What follows belongs to an exercise in optimizing a design on an open flow for small area and a short achievable clock period; a production flow would make more cautious choices.
No functional check of the RTL was part of this run.
Power is estimated from default activity; no workload was simulated.

**flow/flow/run.sh**
```bash
#!/bin/bash
set -euo pipefail
bash standard.sh SETUP_SLACK_MARGIN=6.3 finish > flow_make.log 2>&1
```
**flow/standard.sh**
```bash
#!/bin/bash
# synth_recipe.tcl (not shown) runs the flow's synth.tcl, then flattens the netlist and writes it again
# the make line also repeats each setting of config.mk as NAME=value (left out here)
make -C /OpenROAD-flow-scripts/flow DESIGN_CONFIG=/design/flow/config.mk WORK_HOME=/design/flow/orfs CLKGATE_MAP_FILE= SYNTH_SCRIPT=/design/flow/synth_recipe.tcl "${@:-finish}"
```
**flow/config.mk**
```make
export PLATFORM = sky130hd
export DESIGN_NAME = signedMultiplier16
export DESIGN_NICKNAME = signedMultiplier16
export VERILOG_FILES = /design/flow/design.v
export SDC_FILE = /design/flow/constraint.sdc
export NUM_CORES = 4
export LEC_CHECK = 0
export CAP_MARGIN = 20
export CORE_MARGIN = 2
export CORE_UTILIZATION = 40
export CTS_BUF_LIST = sky130_fd_sc_hd__clkbuf_8
export CTS_CLUSTER_DIAMETER = 50
export CTS_CLUSTER_SIZE = 20
export SLEW_MARGIN = 20
export SYNTH_HIERARCHICAL = 1
export SYNTH_MINIMUM_KEEP_SIZE = 0
```
**flow/constraint.sdc**
```tcl
create_clock -name core_clock -period 8.8 [get_ports {clk}]
set_input_delay 1.7600 -clock core_clock [delete_from_list [all_inputs] [get_ports {clk}]]
set_output_delay 1.7600 -clock core_clock [all_outputs]
set_load 0.01 [all_outputs]
```
**flow/design.v**
```verilog
package multPkg;
  typedef logic signed [16-1:0] operandT;
  typedef logic signed [32-1:0] productT;
  typedef struct packed {
    logic one;
    logic two;
    logic neg;
  } boothT;
  function automatic boothT boothEncode(input logic hi, input logic mid, input logic lo);
    boothT d;
    d.one = mid ^ lo;
    d.two = (hi & ~mid & ~lo) | (~hi & mid & lo);
    d.neg = hi;
    boothEncode = d;
  endfunction
endpackage
module operandPrep (
  input  logic             clk,
  input  logic             rstN,
  input  multPkg::operandT opA,
  input  multPkg::operandT opB,
  input  logic             inValid,
  output logic [15:0]      aR,
  output logic [7:0]       oneR,
  output logic [7:0]       twoR,
  output logic [7:0]       negR,
  output logic             prepValid
);
  logic [16:0] bExt;
  logic [7:0]  one;
  logic [7:0]  two;
  logic [7:0]  neg;
  assign bExt = {opB, 1'b0};
  for (genvar i = 0; i < 8; i++)
  begin : genDigit
    assign {one[i], two[i], neg[i]} = multPkg::boothEncode(bExt[2 * i + 2], bExt[2 * i + 1], bExt[2 * i]);
  end
  always_ff @(posedge clk)
  begin
    prepValid <= rstN & inValid;
  end
  always_ff @(posedge clk)
  begin
    aR <= opA;
    oneR <= one;
    twoR <= two;
    negR <= neg;
  end
endmodule
module daddaTree8 (
  input  logic [15:0]   aR,
  input  logic [7:0]    oneR,
  input  logic [7:0]    twoR,
  input  logic [7:0]    negR,
  output logic [74-1:0] cutBits
);
  logic pp0_0, pp0_1, pp0_2, pp0_3, pp0_4, pp0_5, pp0_6, pp0_7, pp0_8, pp0_9;
  logic pp0_10, pp0_11, pp0_12, pp0_13, pp0_14, pp0_15, pp0_16, pp1_0, pp1_1, pp1_2;
  logic pp1_3, pp1_4, pp1_5, pp1_6, pp1_7, pp1_8, pp1_9, pp1_10, pp1_11, pp1_12;
  logic pp1_13, pp1_14, pp1_15, pp1_16, pp2_0, pp2_1, pp2_2, pp2_3, pp2_4, pp2_5;
  logic pp2_6, pp2_7, pp2_8, pp2_9, pp2_10, pp2_11, pp2_12, pp2_13, pp2_14, pp2_15;
  logic pp2_16, pp3_0, pp3_1, pp3_2, pp3_3, pp3_4, pp3_5, pp3_6, pp3_7, pp3_8;
  logic pp3_9, pp3_10, pp3_11, pp3_12, pp3_13, pp3_14, pp3_15, pp3_16, pp4_0, pp4_1;
  logic pp4_2, pp4_3, pp4_4, pp4_5, pp4_6, pp4_7, pp4_8, pp4_9, pp4_10, pp4_11;
  logic pp4_12, pp4_13, pp4_14, pp4_15, pp4_16, pp5_0, pp5_1, pp5_2, pp5_3, pp5_4;
  logic pp5_5, pp5_6, pp5_7, pp5_8, pp5_9, pp5_10, pp5_11, pp5_12, pp5_13, pp5_14;
  logic pp5_15, pp5_16, pp6_0, pp6_1, pp6_2, pp6_3, pp6_4, pp6_5, pp6_6, pp6_7;
  logic pp6_8, pp6_9, pp6_10, pp6_11, pp6_12, pp6_13, pp6_14, pp6_15, pp6_16, pp7_0;
  logic pp7_1, pp7_2, pp7_3, pp7_4, pp7_5, pp7_6, pp7_7, pp7_8, pp7_9, pp7_10;
  logic pp7_11, pp7_12, pp7_13, pp7_14, pp7_15, pp7_16, s1, k1, s2, k2;
  logic s3, k3, s4, k4, s5, k5, s6, k6, s7, k7;
  logic s8, k8, s9, k9, s10, k10, s11, k11, s12, k12;
  logic s13, k13, s14, k14, s15, k15, s16, k16, s17, k17;
  logic s18, k18, s19, k19, s20, k20, s21, k21, s22, k22;
  logic s23, k23, s24, k24, s25, k25, s26, k26, s27, k27;
  logic s28, k28, s29, k29, s30, k30, s31, k31, s32, k32;
  logic s33, k33, s34, k34, s35, k35, s36, k36, s37, k37;
  logic s38, k38, s39, k39, s40, k40, s41, k41, s42, k42;
  logic s43, k43, s44, k44, s45, k45, s46, k46, s47, k47;
  logic s48, k48, s49, k49, s50, k50, s51, k51, s52, k52;
  logic s53, k53, s54, k54, s55, k55, s56, k56, s57, k57;
  logic s58, k58, s59, k59, s60, k60, s61, k61, s62, k62;
  logic s63, k63, s64, k64, s65, k65, s66, k66, s67, k67;
  logic s68, k68, s69, k69, s70, k70, s71, k71, s72, k72;
  logic s73, k73, s74, k74, s75, k75, s76, k76, s77, k77;
  logic s78, k78, s79, k79, s80, k80, s81, k81, s82, k82;
  logic s83, k83, s84, k84, s85, k85, s86, k86, s87, k87;
  logic s88, k88, s89, k89, s90, k90, s91, k91, s92, k92;
  logic s93, k93, s107, k107, s108, k108, s109, k109, s110, k110;
  logic s111, k111, s112, k112;
  assign pp0_0 = ((oneR[0] & aR[0]) | (twoR[0] & 1'b0)) ^ negR[0];
  assign pp0_1 = ((oneR[0] & aR[1]) | (twoR[0] & aR[0])) ^ negR[0];
  assign pp0_2 = ((oneR[0] & aR[2]) | (twoR[0] & aR[1])) ^ negR[0];
  assign pp0_3 = ((oneR[0] & aR[3]) | (twoR[0] & aR[2])) ^ negR[0];
  assign pp0_4 = ((oneR[0] & aR[4]) | (twoR[0] & aR[3])) ^ negR[0];
  assign pp0_5 = ((oneR[0] & aR[5]) | (twoR[0] & aR[4])) ^ negR[0];
  assign pp0_6 = ((oneR[0] & aR[6]) | (twoR[0] & aR[5])) ^ negR[0];
  assign pp0_7 = ((oneR[0] & aR[7]) | (twoR[0] & aR[6])) ^ negR[0];
  assign pp0_8 = ((oneR[0] & aR[8]) | (twoR[0] & aR[7])) ^ negR[0];
  assign pp0_9 = ((oneR[0] & aR[9]) | (twoR[0] & aR[8])) ^ negR[0];
  assign pp0_10 = ((oneR[0] & aR[10]) | (twoR[0] & aR[9])) ^ negR[0];
  assign pp0_11 = ((oneR[0] & aR[11]) | (twoR[0] & aR[10])) ^ negR[0];
  assign pp0_12 = ((oneR[0] & aR[12]) | (twoR[0] & aR[11])) ^ negR[0];
  assign pp0_13 = ((oneR[0] & aR[13]) | (twoR[0] & aR[12])) ^ negR[0];
  assign pp0_14 = ((oneR[0] & aR[14]) | (twoR[0] & aR[13])) ^ negR[0];
  assign pp0_15 = ((oneR[0] & aR[15]) | (twoR[0] & aR[14])) ^ negR[0];
  assign pp0_16 = ~(((oneR[0] | twoR[0]) & aR[15]) ^ negR[0]);
  assign pp1_0 = ((oneR[1] & aR[0]) | (twoR[1] & 1'b0)) ^ negR[1];
  assign pp1_1 = ((oneR[1] & aR[1]) | (twoR[1] & aR[0])) ^ negR[1];
  assign pp1_2 = ((oneR[1] & aR[2]) | (twoR[1] & aR[1])) ^ negR[1];
  assign pp1_3 = ((oneR[1] & aR[3]) | (twoR[1] & aR[2])) ^ negR[1];
  assign pp1_4 = ((oneR[1] & aR[4]) | (twoR[1] & aR[3])) ^ negR[1];
  assign pp1_5 = ((oneR[1] & aR[5]) | (twoR[1] & aR[4])) ^ negR[1];
  assign pp1_6 = ((oneR[1] & aR[6]) | (twoR[1] & aR[5])) ^ negR[1];
  assign pp1_7 = ((oneR[1] & aR[7]) | (twoR[1] & aR[6])) ^ negR[1];
  assign pp1_8 = ((oneR[1] & aR[8]) | (twoR[1] & aR[7])) ^ negR[1];
  assign pp1_9 = ((oneR[1] & aR[9]) | (twoR[1] & aR[8])) ^ negR[1];
  assign pp1_10 = ((oneR[1] & aR[10]) | (twoR[1] & aR[9])) ^ negR[1];
  assign pp1_11 = ((oneR[1] & aR[11]) | (twoR[1] & aR[10])) ^ negR[1];
  assign pp1_12 = ((oneR[1] & aR[12]) | (twoR[1] & aR[11])) ^ negR[1];
  assign pp1_13 = ((oneR[1] & aR[13]) | (twoR[1] & aR[12])) ^ negR[1];
  assign pp1_14 = ((oneR[1] & aR[14]) | (twoR[1] & aR[13])) ^ negR[1];
  assign pp1_15 = ((oneR[1] & aR[15]) | (twoR[1] & aR[14])) ^ negR[1];
  assign pp1_16 = ~(((oneR[1] | twoR[1]) & aR[15]) ^ negR[1]);
  assign pp2_0 = ((oneR[2] & aR[0]) | (twoR[2] & 1'b0)) ^ negR[2];
  assign pp2_1 = ((oneR[2] & aR[1]) | (twoR[2] & aR[0])) ^ negR[2];
  assign pp2_2 = ((oneR[2] & aR[2]) | (twoR[2] & aR[1])) ^ negR[2];
  assign pp2_3 = ((oneR[2] & aR[3]) | (twoR[2] & aR[2])) ^ negR[2];
  assign pp2_4 = ((oneR[2] & aR[4]) | (twoR[2] & aR[3])) ^ negR[2];
  assign pp2_5 = ((oneR[2] & aR[5]) | (twoR[2] & aR[4])) ^ negR[2];
  assign pp2_6 = ((oneR[2] & aR[6]) | (twoR[2] & aR[5])) ^ negR[2];
  assign pp2_7 = ((oneR[2] & aR[7]) | (twoR[2] & aR[6])) ^ negR[2];
  assign pp2_8 = ((oneR[2] & aR[8]) | (twoR[2] & aR[7])) ^ negR[2];
  assign pp2_9 = ((oneR[2] & aR[9]) | (twoR[2] & aR[8])) ^ negR[2];
  assign pp2_10 = ((oneR[2] & aR[10]) | (twoR[2] & aR[9])) ^ negR[2];
  assign pp2_11 = ((oneR[2] & aR[11]) | (twoR[2] & aR[10])) ^ negR[2];
  assign pp2_12 = ((oneR[2] & aR[12]) | (twoR[2] & aR[11])) ^ negR[2];
  assign pp2_13 = ((oneR[2] & aR[13]) | (twoR[2] & aR[12])) ^ negR[2];
  assign pp2_14 = ((oneR[2] & aR[14]) | (twoR[2] & aR[13])) ^ negR[2];
  assign pp2_15 = ((oneR[2] & aR[15]) | (twoR[2] & aR[14])) ^ negR[2];
  assign pp2_16 = ~(((oneR[2] | twoR[2]) & aR[15]) ^ negR[2]);
  assign pp3_0 = ((oneR[3] & aR[0]) | (twoR[3] & 1'b0)) ^ negR[3];
  assign pp3_1 = ((oneR[3] & aR[1]) | (twoR[3] & aR[0])) ^ negR[3];
  assign pp3_2 = ((oneR[3] & aR[2]) | (twoR[3] & aR[1])) ^ negR[3];
  assign pp3_3 = ((oneR[3] & aR[3]) | (twoR[3] & aR[2])) ^ negR[3];
  assign pp3_4 = ((oneR[3] & aR[4]) | (twoR[3] & aR[3])) ^ negR[3];
  assign pp3_5 = ((oneR[3] & aR[5]) | (twoR[3] & aR[4])) ^ negR[3];
  assign pp3_6 = ((oneR[3] & aR[6]) | (twoR[3] & aR[5])) ^ negR[3];
  assign pp3_7 = ((oneR[3] & aR[7]) | (twoR[3] & aR[6])) ^ negR[3];
  assign pp3_8 = ((oneR[3] & aR[8]) | (twoR[3] & aR[7])) ^ negR[3];
  assign pp3_9 = ((oneR[3] & aR[9]) | (twoR[3] & aR[8])) ^ negR[3];
  assign pp3_10 = ((oneR[3] & aR[10]) | (twoR[3] & aR[9])) ^ negR[3];
  assign pp3_11 = ((oneR[3] & aR[11]) | (twoR[3] & aR[10])) ^ negR[3];
  assign pp3_12 = ((oneR[3] & aR[12]) | (twoR[3] & aR[11])) ^ negR[3];
  assign pp3_13 = ((oneR[3] & aR[13]) | (twoR[3] & aR[12])) ^ negR[3];
  assign pp3_14 = ((oneR[3] & aR[14]) | (twoR[3] & aR[13])) ^ negR[3];
  assign pp3_15 = ((oneR[3] & aR[15]) | (twoR[3] & aR[14])) ^ negR[3];
  assign pp3_16 = ~(((oneR[3] | twoR[3]) & aR[15]) ^ negR[3]);
  assign pp4_0 = ((oneR[4] & aR[0]) | (twoR[4] & 1'b0)) ^ negR[4];
  assign pp4_1 = ((oneR[4] & aR[1]) | (twoR[4] & aR[0])) ^ negR[4];
  assign pp4_2 = ((oneR[4] & aR[2]) | (twoR[4] & aR[1])) ^ negR[4];
  assign pp4_3 = ((oneR[4] & aR[3]) | (twoR[4] & aR[2])) ^ negR[4];
  assign pp4_4 = ((oneR[4] & aR[4]) | (twoR[4] & aR[3])) ^ negR[4];
  assign pp4_5 = ((oneR[4] & aR[5]) | (twoR[4] & aR[4])) ^ negR[4];
  assign pp4_6 = ((oneR[4] & aR[6]) | (twoR[4] & aR[5])) ^ negR[4];
  assign pp4_7 = ((oneR[4] & aR[7]) | (twoR[4] & aR[6])) ^ negR[4];
  assign pp4_8 = ((oneR[4] & aR[8]) | (twoR[4] & aR[7])) ^ negR[4];
  assign pp4_9 = ((oneR[4] & aR[9]) | (twoR[4] & aR[8])) ^ negR[4];
  assign pp4_10 = ((oneR[4] & aR[10]) | (twoR[4] & aR[9])) ^ negR[4];
  assign pp4_11 = ((oneR[4] & aR[11]) | (twoR[4] & aR[10])) ^ negR[4];
  assign pp4_12 = ((oneR[4] & aR[12]) | (twoR[4] & aR[11])) ^ negR[4];
  assign pp4_13 = ((oneR[4] & aR[13]) | (twoR[4] & aR[12])) ^ negR[4];
  assign pp4_14 = ((oneR[4] & aR[14]) | (twoR[4] & aR[13])) ^ negR[4];
  assign pp4_15 = ((oneR[4] & aR[15]) | (twoR[4] & aR[14])) ^ negR[4];
  assign pp4_16 = ~(((oneR[4] | twoR[4]) & aR[15]) ^ negR[4]);
  assign pp5_0 = ((oneR[5] & aR[0]) | (twoR[5] & 1'b0)) ^ negR[5];
  assign pp5_1 = ((oneR[5] & aR[1]) | (twoR[5] & aR[0])) ^ negR[5];
  assign pp5_2 = ((oneR[5] & aR[2]) | (twoR[5] & aR[1])) ^ negR[5];
  assign pp5_3 = ((oneR[5] & aR[3]) | (twoR[5] & aR[2])) ^ negR[5];
  assign pp5_4 = ((oneR[5] & aR[4]) | (twoR[5] & aR[3])) ^ negR[5];
  assign pp5_5 = ((oneR[5] & aR[5]) | (twoR[5] & aR[4])) ^ negR[5];
  assign pp5_6 = ((oneR[5] & aR[6]) | (twoR[5] & aR[5])) ^ negR[5];
  assign pp5_7 = ((oneR[5] & aR[7]) | (twoR[5] & aR[6])) ^ negR[5];
  assign pp5_8 = ((oneR[5] & aR[8]) | (twoR[5] & aR[7])) ^ negR[5];
  assign pp5_9 = ((oneR[5] & aR[9]) | (twoR[5] & aR[8])) ^ negR[5];
  assign pp5_10 = ((oneR[5] & aR[10]) | (twoR[5] & aR[9])) ^ negR[5];
  assign pp5_11 = ((oneR[5] & aR[11]) | (twoR[5] & aR[10])) ^ negR[5];
  assign pp5_12 = ((oneR[5] & aR[12]) | (twoR[5] & aR[11])) ^ negR[5];
  assign pp5_13 = ((oneR[5] & aR[13]) | (twoR[5] & aR[12])) ^ negR[5];
  assign pp5_14 = ((oneR[5] & aR[14]) | (twoR[5] & aR[13])) ^ negR[5];
  assign pp5_15 = ((oneR[5] & aR[15]) | (twoR[5] & aR[14])) ^ negR[5];
  assign pp5_16 = ~(((oneR[5] | twoR[5]) & aR[15]) ^ negR[5]);
  assign pp6_0 = ((oneR[6] & aR[0]) | (twoR[6] & 1'b0)) ^ negR[6];
  assign pp6_1 = ((oneR[6] & aR[1]) | (twoR[6] & aR[0])) ^ negR[6];
  assign pp6_2 = ((oneR[6] & aR[2]) | (twoR[6] & aR[1])) ^ negR[6];
  assign pp6_3 = ((oneR[6] & aR[3]) | (twoR[6] & aR[2])) ^ negR[6];
  assign pp6_4 = ((oneR[6] & aR[4]) | (twoR[6] & aR[3])) ^ negR[6];
  assign pp6_5 = ((oneR[6] & aR[5]) | (twoR[6] & aR[4])) ^ negR[6];
  assign pp6_6 = ((oneR[6] & aR[6]) | (twoR[6] & aR[5])) ^ negR[6];
  assign pp6_7 = ((oneR[6] & aR[7]) | (twoR[6] & aR[6])) ^ negR[6];
  assign pp6_8 = ((oneR[6] & aR[8]) | (twoR[6] & aR[7])) ^ negR[6];
  assign pp6_9 = ((oneR[6] & aR[9]) | (twoR[6] & aR[8])) ^ negR[6];
  assign pp6_10 = ((oneR[6] & aR[10]) | (twoR[6] & aR[9])) ^ negR[6];
  assign pp6_11 = ((oneR[6] & aR[11]) | (twoR[6] & aR[10])) ^ negR[6];
  assign pp6_12 = ((oneR[6] & aR[12]) | (twoR[6] & aR[11])) ^ negR[6];
  assign pp6_13 = ((oneR[6] & aR[13]) | (twoR[6] & aR[12])) ^ negR[6];
  assign pp6_14 = ((oneR[6] & aR[14]) | (twoR[6] & aR[13])) ^ negR[6];
  assign pp6_15 = ((oneR[6] & aR[15]) | (twoR[6] & aR[14])) ^ negR[6];
  assign pp6_16 = ~(((oneR[6] | twoR[6]) & aR[15]) ^ negR[6]);
  assign pp7_0 = ((oneR[7] & aR[0]) | (twoR[7] & 1'b0)) ^ negR[7];
  assign pp7_1 = ((oneR[7] & aR[1]) | (twoR[7] & aR[0])) ^ negR[7];
  assign pp7_2 = ((oneR[7] & aR[2]) | (twoR[7] & aR[1])) ^ negR[7];
  assign pp7_3 = ((oneR[7] & aR[3]) | (twoR[7] & aR[2])) ^ negR[7];
  assign pp7_4 = ((oneR[7] & aR[4]) | (twoR[7] & aR[3])) ^ negR[7];
  assign pp7_5 = ((oneR[7] & aR[5]) | (twoR[7] & aR[4])) ^ negR[7];
  assign pp7_6 = ((oneR[7] & aR[6]) | (twoR[7] & aR[5])) ^ negR[7];
  assign pp7_7 = ((oneR[7] & aR[7]) | (twoR[7] & aR[6])) ^ negR[7];
  assign pp7_8 = ((oneR[7] & aR[8]) | (twoR[7] & aR[7])) ^ negR[7];
  assign pp7_9 = ((oneR[7] & aR[9]) | (twoR[7] & aR[8])) ^ negR[7];
  assign pp7_10 = ((oneR[7] & aR[10]) | (twoR[7] & aR[9])) ^ negR[7];
  assign pp7_11 = ((oneR[7] & aR[11]) | (twoR[7] & aR[10])) ^ negR[7];
  assign pp7_12 = ((oneR[7] & aR[12]) | (twoR[7] & aR[11])) ^ negR[7];
  assign pp7_13 = ((oneR[7] & aR[13]) | (twoR[7] & aR[12])) ^ negR[7];
  assign pp7_14 = ((oneR[7] & aR[14]) | (twoR[7] & aR[13])) ^ negR[7];
  assign pp7_15 = ((oneR[7] & aR[15]) | (twoR[7] & aR[14])) ^ negR[7];
  assign pp7_16 = ~(((oneR[7] | twoR[7]) & aR[15]) ^ negR[7]);
  halfAdder us1 (.x(negR[5]), .y(pp0_10), .s(s1), .c(k1));
  halfAdder us2 (.x(pp0_11), .y(pp1_9), .s(s2), .c(k2));
  fullAdder us3 (.x(negR[6]), .y(pp0_12), .z(pp1_10), .s(s3), .c(k3));
  halfAdder us4 (.x(pp2_8), .y(pp3_6), .s(s4), .c(k4));
  fullAdder us5 (.x(pp0_13), .y(pp1_11), .z(pp2_9), .s(s5), .c(k5));
  halfAdder us6 (.x(pp3_7), .y(pp4_5), .s(s6), .c(k6));
  fullAdder us7 (.x(negR[7]), .y(pp0_14), .z(pp1_12), .s(s7), .c(k7));
  fullAdder us8 (.x(pp2_10), .y(pp3_8), .z(pp4_6), .s(s8), .c(k8));
  halfAdder us9 (.x(pp5_4), .y(pp6_2), .s(s9), .c(k9));
  fullAdder us10 (.x(pp0_15), .y(pp1_13), .z(pp2_11), .s(s10), .c(k10));
  fullAdder us11 (.x(pp3_9), .y(pp4_7), .z(pp5_5), .s(s11), .c(k11));
  halfAdder us12 (.x(pp6_3), .y(pp7_1), .s(s12), .c(k12));
  fullAdder us13 (.x(1'b1), .y(pp0_16), .z(pp1_14), .s(s13), .c(k13));
  fullAdder us14 (.x(pp2_12), .y(pp3_10), .z(pp4_8), .s(s14), .c(k14));
  fullAdder us15 (.x(pp5_6), .y(pp6_4), .z(pp7_2), .s(s15), .c(k15));
  fullAdder us16 (.x(1'b1), .y(pp1_15), .z(pp2_13), .s(s16), .c(k16));
  fullAdder us17 (.x(pp3_11), .y(pp4_9), .z(pp5_7), .s(s17), .c(k17));
  halfAdder us18 (.x(pp6_5), .y(pp7_3), .s(s18), .c(k18));
  fullAdder us19 (.x(pp1_16), .y(pp2_14), .z(pp3_12), .s(s19), .c(k19));
  fullAdder us20 (.x(pp4_10), .y(pp5_8), .z(pp6_6), .s(s20), .c(k20));
  fullAdder us21 (.x(1'b1), .y(pp2_15), .z(pp3_13), .s(s21), .c(k21));
  halfAdder us22 (.x(pp4_11), .y(pp5_9), .s(s22), .c(k22));
  fullAdder us23 (.x(pp2_16), .y(pp3_14), .z(pp4_12), .s(s23), .c(k23));
  halfAdder us24 (.x(1'b1), .y(pp3_15), .s(s24), .c(k24));
  halfAdder us25 (.x(negR[3]), .y(pp0_6), .s(s25), .c(k25));
  halfAdder us26 (.x(pp0_7), .y(pp1_5), .s(s26), .c(k26));
  fullAdder us27 (.x(negR[4]), .y(pp0_8), .z(pp1_6), .s(s27), .c(k27));
  halfAdder us28 (.x(pp2_4), .y(pp3_2), .s(s28), .c(k28));
  fullAdder us29 (.x(pp0_9), .y(pp1_7), .z(pp2_5), .s(s29), .c(k29));
  halfAdder us30 (.x(pp3_3), .y(pp4_1), .s(s30), .c(k30));
  fullAdder us31 (.x(pp1_8), .y(pp2_6), .z(pp3_4), .s(s31), .c(k31));
  fullAdder us32 (.x(pp4_2), .y(pp5_0), .z(s1), .s(s32), .c(k32));
  fullAdder us33 (.x(pp2_7), .y(pp3_5), .z(pp4_3), .s(s33), .c(k33));
  fullAdder us34 (.x(pp5_1), .y(k1), .z(s2), .s(s34), .c(k34));
  fullAdder us35 (.x(pp4_4), .y(pp5_2), .z(pp6_0), .s(s35), .c(k35));
  fullAdder us36 (.x(k2), .y(s4), .z(s3), .s(s36), .c(k36));
  fullAdder us37 (.x(pp5_3), .y(pp6_1), .z(k4), .s(s37), .c(k37));
  fullAdder us38 (.x(s6), .y(k3), .z(s5), .s(s38), .c(k38));
  fullAdder us39 (.x(pp7_0), .y(k6), .z(s9), .s(s39), .c(k39));
  fullAdder us40 (.x(k5), .y(s7), .z(s8), .s(s40), .c(k40));
  fullAdder us41 (.x(k9), .y(s12), .z(k7), .s(s41), .c(k41));
  fullAdder us42 (.x(k8), .y(s10), .z(s11), .s(s42), .c(k42));
  fullAdder us43 (.x(k12), .y(k10), .z(k11), .s(s43), .c(k43));
  fullAdder us44 (.x(s13), .y(s14), .z(s15), .s(s44), .c(k44));
  fullAdder us45 (.x(s18), .y(k13), .z(k14), .s(s45), .c(k45));
  fullAdder us46 (.x(k15), .y(s16), .z(s17), .s(s46), .c(k46));
  fullAdder us47 (.x(pp7_4), .y(k18), .z(k16), .s(s47), .c(k47));
  fullAdder us48 (.x(k17), .y(s19), .z(s20), .s(s48), .c(k48));
  fullAdder us49 (.x(pp6_7), .y(pp7_5), .z(s22), .s(s49), .c(k49));
  fullAdder us50 (.x(k19), .y(k20), .z(s21), .s(s50), .c(k50));
  fullAdder us51 (.x(pp5_10), .y(pp6_8), .z(pp7_6), .s(s51), .c(k51));
  fullAdder us52 (.x(k22), .y(k21), .z(s23), .s(s52), .c(k52));
  fullAdder us53 (.x(pp4_13), .y(pp5_11), .z(pp6_9), .s(s53), .c(k53));
  fullAdder us54 (.x(pp7_7), .y(s24), .z(k23), .s(s54), .c(k54));
  fullAdder us55 (.x(pp3_16), .y(pp4_14), .z(pp5_12), .s(s55), .c(k55));
  fullAdder us56 (.x(pp6_10), .y(pp7_8), .z(k24), .s(s56), .c(k56));
  fullAdder us57 (.x(1'b1), .y(pp4_15), .z(pp5_13), .s(s57), .c(k57));
  halfAdder us58 (.x(pp6_11), .y(pp7_9), .s(s58), .c(k58));
  fullAdder us59 (.x(pp4_16), .y(pp5_14), .z(pp6_12), .s(s59), .c(k59));
  halfAdder us60 (.x(1'b1), .y(pp5_15), .s(s60), .c(k60));
  halfAdder us61 (.x(negR[2]), .y(pp0_4), .s(s61), .c(k61));
  halfAdder us62 (.x(pp0_5), .y(pp1_3), .s(s62), .c(k62));
  fullAdder us63 (.x(pp1_4), .y(pp2_2), .z(pp3_0), .s(s63), .c(k63));
  fullAdder us64 (.x(pp2_3), .y(pp3_1), .z(k25), .s(s64), .c(k64));
  fullAdder us65 (.x(pp4_0), .y(k26), .z(s28), .s(s65), .c(k65));
  fullAdder us66 (.x(k28), .y(s30), .z(k27), .s(s66), .c(k66));
  fullAdder us67 (.x(k30), .y(k29), .z(s31), .s(s67), .c(k67));
  fullAdder us68 (.x(k31), .y(s33), .z(k32), .s(s68), .c(k68));
  fullAdder us69 (.x(k33), .y(s35), .z(k34), .s(s69), .c(k69));
  fullAdder us70 (.x(k35), .y(s37), .z(k36), .s(s70), .c(k70));
  fullAdder us71 (.x(k37), .y(s39), .z(k38), .s(s71), .c(k71));
  fullAdder us72 (.x(k39), .y(k40), .z(s41), .s(s72), .c(k72));
  fullAdder us73 (.x(k41), .y(k42), .z(s43), .s(s73), .c(k73));
  fullAdder us74 (.x(k43), .y(k44), .z(s45), .s(s74), .c(k74));
  fullAdder us75 (.x(k45), .y(k46), .z(s47), .s(s75), .c(k75));
  fullAdder us76 (.x(s49), .y(k47), .z(k48), .s(s76), .c(k76));
  fullAdder us77 (.x(s51), .y(k49), .z(k50), .s(s77), .c(k77));
  fullAdder us78 (.x(k51), .y(s53), .z(k52), .s(s78), .c(k78));
  fullAdder us79 (.x(k53), .y(s55), .z(s56), .s(s79), .c(k79));
  fullAdder us80 (.x(s58), .y(k55), .z(s57), .s(s80), .c(k80));
  fullAdder us81 (.x(pp7_10), .y(k58), .z(k57), .s(s81), .c(k81));
  fullAdder us82 (.x(pp6_13), .y(pp7_11), .z(s60), .s(s82), .c(k82));
  fullAdder us83 (.x(pp5_16), .y(pp6_14), .z(pp7_12), .s(s83), .c(k83));
  halfAdder us84 (.x(1'b1), .y(pp6_15), .s(s84), .c(k84));
  halfAdder us85 (.x(negR[1]), .y(pp0_2), .s(s85), .c(k85));
  halfAdder us86 (.x(pp0_3), .y(pp1_1), .s(s86), .c(k86));
  fullAdder us87 (.x(pp1_2), .y(pp2_0), .z(s61), .s(s87), .c(k87));
  fullAdder us88 (.x(pp2_1), .y(k61), .z(s62), .s(s88), .c(k88));
  fullAdder us89 (.x(k62), .y(s25), .z(s63), .s(s89), .c(k89));
  fullAdder us90 (.x(s26), .y(k63), .z(s64), .s(s90), .c(k90));
  fullAdder us91 (.x(s27), .y(k64), .z(s65), .s(s91), .c(k91));
  fullAdder us92 (.x(s29), .y(k65), .z(s66), .s(s92), .c(k92));
  fullAdder us93 (.x(s32), .y(k66), .z(s67), .s(s93), .c(k93));
  fullAdder us107 (.x(s59), .y(k80), .z(s81), .s(s107), .c(k107));
  fullAdder us108 (.x(k59), .y(s82), .z(k81), .s(s108), .c(k108));
  fullAdder us109 (.x(k60), .y(s83), .z(k82), .s(s109), .c(k109));
  fullAdder us110 (.x(pp7_13), .y(s84), .z(k83), .s(s110), .c(k110));
  fullAdder us111 (.x(pp6_16), .y(pp7_14), .z(k84), .s(s111), .c(k111));
  halfAdder us112 (.x(1'b1), .y(pp7_15), .s(s112), .c(k112));
  assign cutBits[0] = s34;
  assign cutBits[1] = k67;
  assign cutBits[2] = s68;
  assign cutBits[3] = s36;
  assign cutBits[4] = k68;
  assign cutBits[5] = s69;
  assign cutBits[6] = s38;
  assign cutBits[7] = k69;
  assign cutBits[8] = s70;
  assign cutBits[9] = s40;
  assign cutBits[10] = k70;
  assign cutBits[11] = s71;
  assign cutBits[12] = s42;
  assign cutBits[13] = k71;
  assign cutBits[14] = s72;
  assign cutBits[15] = s44;
  assign cutBits[16] = k72;
  assign cutBits[17] = s73;
  assign cutBits[18] = s46;
  assign cutBits[19] = k73;
  assign cutBits[20] = s74;
  assign cutBits[21] = s48;
  assign cutBits[22] = k74;
  assign cutBits[23] = s75;
  assign cutBits[24] = s50;
  assign cutBits[25] = k75;
  assign cutBits[26] = s76;
  assign cutBits[27] = s52;
  assign cutBits[28] = k76;
  assign cutBits[29] = s77;
  assign cutBits[30] = s54;
  assign cutBits[31] = k77;
  assign cutBits[32] = s78;
  assign cutBits[33] = k54;
  assign cutBits[34] = s79;
  assign cutBits[35] = k78;
  assign cutBits[36] = k56;
  assign cutBits[37] = s80;
  assign cutBits[38] = k79;
  assign cutBits[39] = negR[0];
  assign cutBits[40] = pp0_0;
  assign cutBits[41] = pp0_1;
  assign cutBits[42] = s85;
  assign cutBits[43] = pp1_0;
  assign cutBits[44] = k85;
  assign cutBits[45] = s86;
  assign cutBits[46] = k86;
  assign cutBits[47] = s87;
  assign cutBits[48] = k87;
  assign cutBits[49] = s88;
  assign cutBits[50] = k88;
  assign cutBits[51] = s89;
  assign cutBits[52] = k89;
  assign cutBits[53] = s90;
  assign cutBits[54] = k90;
  assign cutBits[55] = s91;
  assign cutBits[56] = k91;
  assign cutBits[57] = s92;
  assign cutBits[58] = k92;
  assign cutBits[59] = s93;
  assign cutBits[60] = k93;
  assign cutBits[61] = s107;
  assign cutBits[62] = k107;
  assign cutBits[63] = s108;
  assign cutBits[64] = k108;
  assign cutBits[65] = s109;
  assign cutBits[66] = k109;
  assign cutBits[67] = s110;
  assign cutBits[68] = k110;
  assign cutBits[69] = s111;
  assign cutBits[70] = k111;
  assign cutBits[71] = s112;
  assign cutBits[72] = k112;
  assign cutBits[73] = pp7_16;
endmodule
module fullAdder (
  input  logic x,
  input  logic y,
  input  logic z,
  output logic s,
  output logic c
);
  assign s = x ^ y ^ z;
  assign c = (x & y) | (x & z) | (y & z);
endmodule
module halfAdder (
  input  logic x,
  input  logic y,
  output logic s,
  output logic c
);
  assign s = x ^ y;
  assign c = x & y;
endmodule
module productMerge (
  input  logic                      clk,
  input  logic                      rstN,
  input  logic [74-1:0]    cutBits,
  input  logic                      prepValid,
  output multPkg::productT          product,
  output logic                      outValid
);
  logic                      treeValid;
  logic [74-1:0]    cutR;
  logic [32-1:0] rowA;
  logic [32-1:0] rowB;
  logic s34, k67, s68, s36, k68, s69, s38, k69, s70, s40;
  logic k70, s71, s42, k71, s72, s44, k72, s73, s46, k73;
  logic s74, s48, k74, s75, s50, k75, s76, s52, k76, s77;
  logic s54, k77, s78, k54, s79, k78, k56, s80, k79, negR_0;
  logic pp0_0, pp0_1, s85, pp1_0, k85, s86, k86, s87, k87, s88;
  logic k88, s89, k89, s90, k90, s91, k91, s92, k92, s93;
  logic k93, s107, k107, s108, k108, s109, k109, s110, k110, s111;
  logic k111, s112, k112, pp7_16, s94, k94, s95, k95, s96, k96;
  logic s97, k97, s98, k98, s99, k99, s100, k100, s101, k101;
  logic s102, k102, s103, k103, s104, k104, s105, k105, s106, k106;
  always_ff @(posedge clk)
  begin
    treeValid <= rstN & prepValid;
    outValid  <= rstN & treeValid;
  end
  always_ff @(posedge clk)
  begin
    cutR    <= cutBits;
    product <= rowA + rowB;
  end
  assign s34 = cutR[0];
  assign k67 = cutR[1];
  assign s68 = cutR[2];
  assign s36 = cutR[3];
  assign k68 = cutR[4];
  assign s69 = cutR[5];
  assign s38 = cutR[6];
  assign k69 = cutR[7];
  assign s70 = cutR[8];
  assign s40 = cutR[9];
  assign k70 = cutR[10];
  assign s71 = cutR[11];
  assign s42 = cutR[12];
  assign k71 = cutR[13];
  assign s72 = cutR[14];
  assign s44 = cutR[15];
  assign k72 = cutR[16];
  assign s73 = cutR[17];
  assign s46 = cutR[18];
  assign k73 = cutR[19];
  assign s74 = cutR[20];
  assign s48 = cutR[21];
  assign k74 = cutR[22];
  assign s75 = cutR[23];
  assign s50 = cutR[24];
  assign k75 = cutR[25];
  assign s76 = cutR[26];
  assign s52 = cutR[27];
  assign k76 = cutR[28];
  assign s77 = cutR[29];
  assign s54 = cutR[30];
  assign k77 = cutR[31];
  assign s78 = cutR[32];
  assign k54 = cutR[33];
  assign s79 = cutR[34];
  assign k78 = cutR[35];
  assign k56 = cutR[36];
  assign s80 = cutR[37];
  assign k79 = cutR[38];
  assign negR_0 = cutR[39];
  assign pp0_0 = cutR[40];
  assign pp0_1 = cutR[41];
  assign s85 = cutR[42];
  assign pp1_0 = cutR[43];
  assign k85 = cutR[44];
  assign s86 = cutR[45];
  assign k86 = cutR[46];
  assign s87 = cutR[47];
  assign k87 = cutR[48];
  assign s88 = cutR[49];
  assign k88 = cutR[50];
  assign s89 = cutR[51];
  assign k89 = cutR[52];
  assign s90 = cutR[53];
  assign k90 = cutR[54];
  assign s91 = cutR[55];
  assign k91 = cutR[56];
  assign s92 = cutR[57];
  assign k92 = cutR[58];
  assign s93 = cutR[59];
  assign k93 = cutR[60];
  assign s107 = cutR[61];
  assign k107 = cutR[62];
  assign s108 = cutR[63];
  assign k108 = cutR[64];
  assign s109 = cutR[65];
  assign k109 = cutR[66];
  assign s110 = cutR[67];
  assign k110 = cutR[68];
  assign s111 = cutR[69];
  assign k111 = cutR[70];
  assign s112 = cutR[71];
  assign k112 = cutR[72];
  assign pp7_16 = cutR[73];
  fullAdder us94 (.x(s34), .y(k67), .z(s68), .s(s94), .c(k94));
  fullAdder us95 (.x(s36), .y(k68), .z(s69), .s(s95), .c(k95));
  fullAdder us96 (.x(s38), .y(k69), .z(s70), .s(s96), .c(k96));
  fullAdder us97 (.x(s40), .y(k70), .z(s71), .s(s97), .c(k97));
  fullAdder us98 (.x(s42), .y(k71), .z(s72), .s(s98), .c(k98));
  fullAdder us99 (.x(s44), .y(k72), .z(s73), .s(s99), .c(k99));
  fullAdder us100 (.x(s46), .y(k73), .z(s74), .s(s100), .c(k100));
  fullAdder us101 (.x(s48), .y(k74), .z(s75), .s(s101), .c(k101));
  fullAdder us102 (.x(s50), .y(k75), .z(s76), .s(s102), .c(k102));
  fullAdder us103 (.x(s52), .y(k76), .z(s77), .s(s103), .c(k103));
  fullAdder us104 (.x(s54), .y(k77), .z(s78), .s(s104), .c(k104));
  fullAdder us105 (.x(k54), .y(s79), .z(k78), .s(s105), .c(k105));
  fullAdder us106 (.x(k56), .y(s80), .z(k79), .s(s106), .c(k106));
  assign rowA[0] = negR_0;
  assign rowB[0] = pp0_0;
  assign rowA[1] = pp0_1;
  assign rowB[1] = 1'b0;
  assign rowA[2] = s85;
  assign rowB[2] = pp1_0;
  assign rowA[3] = k85;
  assign rowB[3] = s86;
  assign rowA[4] = k86;
  assign rowB[4] = s87;
  assign rowA[5] = k87;
  assign rowB[5] = s88;
  assign rowA[6] = k88;
  assign rowB[6] = s89;
  assign rowA[7] = k89;
  assign rowB[7] = s90;
  assign rowA[8] = k90;
  assign rowB[8] = s91;
  assign rowA[9] = k91;
  assign rowB[9] = s92;
  assign rowA[10] = k92;
  assign rowB[10] = s93;
  assign rowA[11] = k93;
  assign rowB[11] = s94;
  assign rowA[12] = k94;
  assign rowB[12] = s95;
  assign rowA[13] = k95;
  assign rowB[13] = s96;
  assign rowA[14] = k96;
  assign rowB[14] = s97;
  assign rowA[15] = k97;
  assign rowB[15] = s98;
  assign rowA[16] = k98;
  assign rowB[16] = s99;
  assign rowA[17] = k99;
  assign rowB[17] = s100;
  assign rowA[18] = k100;
  assign rowB[18] = s101;
  assign rowA[19] = k101;
  assign rowB[19] = s102;
  assign rowA[20] = k102;
  assign rowB[20] = s103;
  assign rowA[21] = k103;
  assign rowB[21] = s104;
  assign rowA[22] = k104;
  assign rowB[22] = s105;
  assign rowA[23] = k105;
  assign rowB[23] = s106;
  assign rowA[24] = k106;
  assign rowB[24] = s107;
  assign rowA[25] = k107;
  assign rowB[25] = s108;
  assign rowA[26] = k108;
  assign rowB[26] = s109;
  assign rowA[27] = k109;
  assign rowB[27] = s110;
  assign rowA[28] = k110;
  assign rowB[28] = s111;
  assign rowA[29] = k111;
  assign rowB[29] = s112;
  assign rowA[30] = k112;
  assign rowB[30] = pp7_16;
  assign rowA[31] = 1'b1;
  assign rowB[31] = 1'b0;
endmodule
module signedMultiplier16 (
  input  logic             clk,
  input  logic             rstN,
  input  multPkg::operandT opA,
  input  multPkg::operandT opB,
  input  logic             inValid,
  output multPkg::productT product,
  output logic             outValid
);
  logic [15:0]               aR;
  logic [7:0]                oneR;
  logic [7:0]                twoR;
  logic [7:0]                negR;
  logic                      prepValid;
  logic [74-1:0]     cutBits;
  operandPrep operandPrep_inst (
    .clk       (clk),
    .rstN      (rstN),
    .opA       (opA),
    .opB       (opB),
    .inValid   (inValid),
    .aR        (aR),
    .oneR      (oneR),
    .twoR      (twoR),
    .negR      (negR),
    .prepValid (prepValid)
  );
  daddaTree8 daddaTree8_inst (
    .aR   (aR),
    .oneR (oneR),
    .twoR (twoR),
    .negR (negR),
    .cutBits (cutBits)
  );
  productMerge productMerge_inst (
    .clk       (clk),
    .rstN      (rstN),
    .cutBits   (cutBits),
    .prepValid (prepValid),
    .product   (product),
    .outValid  (outValid)
  );
endmodule
```
==> flow_metrics.env <==
export IMPL_max_freq_mhz=375.9
export IMPL_synth_top_cell_area_share=0.2850
export IMPL_pint_w=0.002961
export IMPL_detail_route_antenna_nets=0
export IMPL_final_hold_viol_count=0
export IMPL_antenna_cells_inserted=0
export IMPL_max_clock_path_buffers=2
export IMPL_largest_family_of_logic_cells_by_synthesized_area="adder cells"
export IMPL_synthSimpleGateAreaFrac=0.04208
export IMPL_post_synth_inst_count=939
export IMPL_setup_reg_to_reg_worst_slack_ns=6.27
export IMPL_fp_dieW_um=165.8
export IMPL_area_sequential_um2=3129
export IMPL_synth_cell_area_um2=10470
export IMPL_tritoncts_num_sinks=149
export IMPL_r2r_cells=10
export IMPL_p_per_area_nw_per_um2=455.8
export IMPL_report_final_slew_viol_count=0
export IMPL_vias=6745
export IMPL_worst_hold_slack_ns=0.4346
export IMPL_routed_wire_length_per_instance_um=17.40
export IMPL_placement_io_buffers=67
export IMPL_num_io_pins=68
export IMPL_timing_critical_path_from_type="flip-flop"
export IMPL_period_minus_slack_ns=2.661
export IMPL_synth_compound_area_share=0.1737
export IMPL_timing_critical_path_depth=1
export IMPL_synth_fa_ha_area_frac=0.2362
export IMPL_final_setup_tns_ns=0
export IMPL_placeableCoreArea_um2=25910
export IMPL_grt_setup_unrepaired="true"
export IMPL_grt_max_degree=19
export IMPL_start_util=0.4039
export IMPL_cts_tree="built"
export IMPL_run_status="no timing/DRC/antenna violations"
export IMPL_avgSynthCellArea_um2=11.15
export IMPL_design_die_area_um2=27480
export IMPL_total_power_w=0.005286
export IMPL_net_switching_fraction_of_the_power=0.4399
export IMPL_cts_buffers=17
export IMPL_synth_seq_area_share=0.2850
export IMPL_slowest_stage="dfxtp_2"
export IMPL_postLayoutCoreUtil=0.4475
export IMPL_p_seq_frac=0.212
export IMPL_drt_vias_per_instance=5.221
export IMPL_totalWireLength_um=22480
export IMPL_reg2reg_to="productMerge_inst.product[31]$_DFF_P_"
export IMPL_setup_violations=0
export IMPL_crit_path_cell_trace="buf_6"
export IMPL_synth_mux_area_fraction=0.0009564
export IMPL_cts_htree_levels=4
export IMPL_endpoint="product[23]"
export IMPL_netlist_top_cell_by_area="dfxtp_1"
export IMPL_worstSetupEndpointType="output port"
export IMPL_number_of_buffers_and_inverters_on_the_critical_path=1
export IMPL_first_iter_violations=518
export IMPL_synth_async_reset_ratio=0
export IMPL_vias_in_the_first_global_route=6393
export IMPL_synth_top_cells_by_area="dfxtp_1 28%, fa_1 17%, xnor2_1 12%"
export IMPL_worst_setup_hold_path_clk_slew_ns=0.10
export IMPL_finClkSkew_ns=0.02240
export IMPL_pwr_share_comb=0.694
export IMPL_synth_edff_count=0
export IMPL_dr_pass1_iters=6
export IMPL_worst_hold_path_type="reg -> reg"
export IMPL_clock_latency_ns=0.46
export IMPL_reg2reg_from="productMerge_inst.cutR[4]$_DFF_P_"
export IMPL_crit_fanout=1
export IMPL_post_synthesis_to_final_layout_area_growth_pct=10.79
export IMPL_multi_input_combinational_cell_area_um2=6623
export IMPL_cp_data_required_time_ns=7.04
export IMPL_final_cell_count_no_fill=1292
export IMPL_fill_cells=2372
export IMPL_layout_cell_share_with_drive_strength_beyond_1=0.2790
export IMPL_post_route_drc_count=0
export IMPL_critical_path_start="productMerge_inst.product[23]$_DFF_P_"
export IMPL_grt_antenna_before_repair=0
export IMPL_yosysWarningCount=8
export IMPL_arrival_ns=0.90
export IMPL_timing_setup_critical_path_class="reg -> out"
export IMPL_path_delay_family="flip-flops"
export IMPL_globalRouteOverflowTotal=0
export IMPL_synth_cell_types=64
export IMPL_cts_root_buf="clkbuf_8"
export IMPL_post_cts_hold_buffer_count=0
export IMPL_power_share_clock=0.094
export IMPL_post_place_cells=1206
export IMPL_global_route_wire_length_before_repair_um=34500
export IMPL_maxCapViolations=0
export IMPL_p_switching_w=0.002325
export IMPL_ys_ff_latch=149
export IMPL_grt_total_usage=0.1565
export IMPL_final_net_count=1122
export IMPL_ys_dominant_reg_cell="dfxtp_1"
export IMPL_gp_routability_congestion=0.8394
export IMPL_worst_ir_drop_vdd_mv=0.1996
export IMPL_total_leakage_power_nw=4.439
export IMPL_die_height_um=165.8
export IMPL_dp_final_hpwl_um=15410
export IMPL_yosys_area_share_xor_xnor=0.1372
export IMPL_rows=59
export IMPL_slowest_delay_ns=0.33
export IMPL_period_share=0.3023
## cell families (layout without fill, tap and decap cells)
kind of cell | Yosys count | in the layout
DFF | 149 | 149
other | 1 | 8
and+or+nand+nor | 85 | 85
xor gates and xnor gates | 164 | 164
muxes | 1 | 1
adders and majority gates | 143 | 143
buffers and inverters | 157 | 168
AOI/OAI and AO/OA | 239 | 239
## placed cells by master (no fill, tap or decap), types with 22 or more instances in the layout
master,n
dfxtp_4,31
xnor2_1,139
clkdlybuf4s50_1,34
dfxtp_1,94
o21ai_0,25
nand2_1,22
ha_1,43
buf_2,23
a22oi_2,23
dfxtp_2,24
a21oi_1,22
buf_4,52
a22oi_1,97
fa_1,84
## how the worst min path moves through the flow
| stage | end | startpoint | depth (start not counted) |
|---|---|---|---|
| after global placement | productMerge_inst.treeValid$_DFF_P_ | operandPrep_inst.prepValid$_DFF_P_ | 1 |
| after CTS | productMerge_inst.treeValid$_DFF_P_ | operandPrep_inst.prepValid$_DFF_P_ | 1 |
| after floorplan | productMerge_inst.treeValid$_DFF_P_ | operandPrep_inst.prepValid$_DFF_P_ | 1 |
| after detailed placement | productMerge_inst.outValid$_DFF_P_ | productMerge_inst.treeValid$_DFF_P_ | 1 |
| after global routing | productMerge_inst.treeValid$_DFF_P_ | operandPrep_inst.prepValid$_DFF_P_ | 1 |
| final | productMerge_inst.treeValid$_DFF_P_ | operandPrep_inst.prepValid$_DFF_P_ | 1 |
## sequential cells by signal (all words and copies together), names as in the netlist
name,cells
operandPrep_inst.twoR,8
productMerge_inst.cutR,74
productMerge_inst.outValid,1
operandPrep_inst.negR,8
operandPrep_inst.oneR,8
operandPrep_inst.aR,16
operandPrep_inst.prepValid,1
productMerge_inst.product,32
productMerge_inst.treeValid,1
## layout make-up
cell class                 count  share of cell area
clock buffer                  17             0.02018
clock inverter                15             0.01057
inverter                      11            0.003561
multi-input combinational    640              0.5711
sequential                   149              0.2699
tap                          335             0.03615
timing repair buffer         125             0.08858
## cells in the mapped netlist, drive strengths merged, types with 2 or more instances
cell type,instances
dfxtp,149
buf,143
xnor2,143
a22oi,120
fa,91
ha,52
a21oi,36
o21ai,35
nand2,24
xor2,21
nor2,15
a21o,11
inv,11
nand2b,10
nor3,7
and2,6
nand3,6
nand3b,6
o21bai,6
a31oi,4
a211oi,3
a221oi,3
a41oi,3
clkbuf,3
o22ai,3
a211o,2
and3,2
nand4,2
nor3b,2
o31ai,2
or3,2
## routing by layer
metal  up-vias  GRT usage  share of wire
li1       3179          -              -
met2       232     0.2396           0.46
met4         0    0.05293          0.018
met5         -          0              0
met1      3307     0.2208           0.46
met3        27    0.03265          0.059
## what timing repair did
item                       CTS  global route
setup endpoints to repair   85            66
pin swaps                   22            42
resized for setup          234            75
buffers inserted            13            41
## through the flow
| step | instance area (µm²) | worst slack (ns) |
|---|---|---|
| 6_report | 11600 | 6.139 |
| 3_3_place_gp | 10370 | 5.878 |
| 5_1_grt | 11600 | 6.082 |
| 3_5_place_dp | 10370 | 5.838 |
| 2_1_floorplan | 10520 | 6.295 |
| 4_1_cts | 11010 | 6.091 |
## Yosys stat by module (local to each module, per instance), a selection
module | area, µm² | cells inside | times used
halfAdder | 12.51 | 1 | 21
productMerge | 3840 | 338 | 1
daddaTree8 | 3518 | 418 | 1
operandPrep | 1023 | 71 | 1
fullAdder | 20.02 | 1 | 91
## power by group through the flow
stage	clock [W]	sequential [W]	combinational, W
3_3_place_gp	0	0.00113	0.00273
6_report	0.000498	0.00112	0.00367
5_1_grt	0.000550	0.00115	0.00400
4_1_cts	0.000519	0.00112	0.00329
2_1_floorplan	0	0.00110	0.00238
3_5_place_dp	0	0.00113	0.00275

==> static timing again, ports no longer ideal <==
In the flow no input, the clock included, has a driving cell. The finished layout below was timed again as built, in two steps. Step 1 assumes that a clkbuf_16 drives the clock port and a buf_2 every other input. Step 2 also shifts input and output timing later by t, the mid clock arrival at the registers, as if the neighbouring blocks saw the same clock. Three values: ideal, step 1, step 2; two values: the first two.
t, ns: 0.490
slack for setup (ns): 6.139 / 6.097 / 6.099
hold slack, ns: 0.435 / 0.435 / 0.435
worst setup path at the end: input to register
slew at the worst register clock pin (ns): 0.10 / 0.10
After both steps this run still meets setup and hold. The setup slack of this run moves by -0.042 ns with the drivers and by -0.040 ns with both steps.
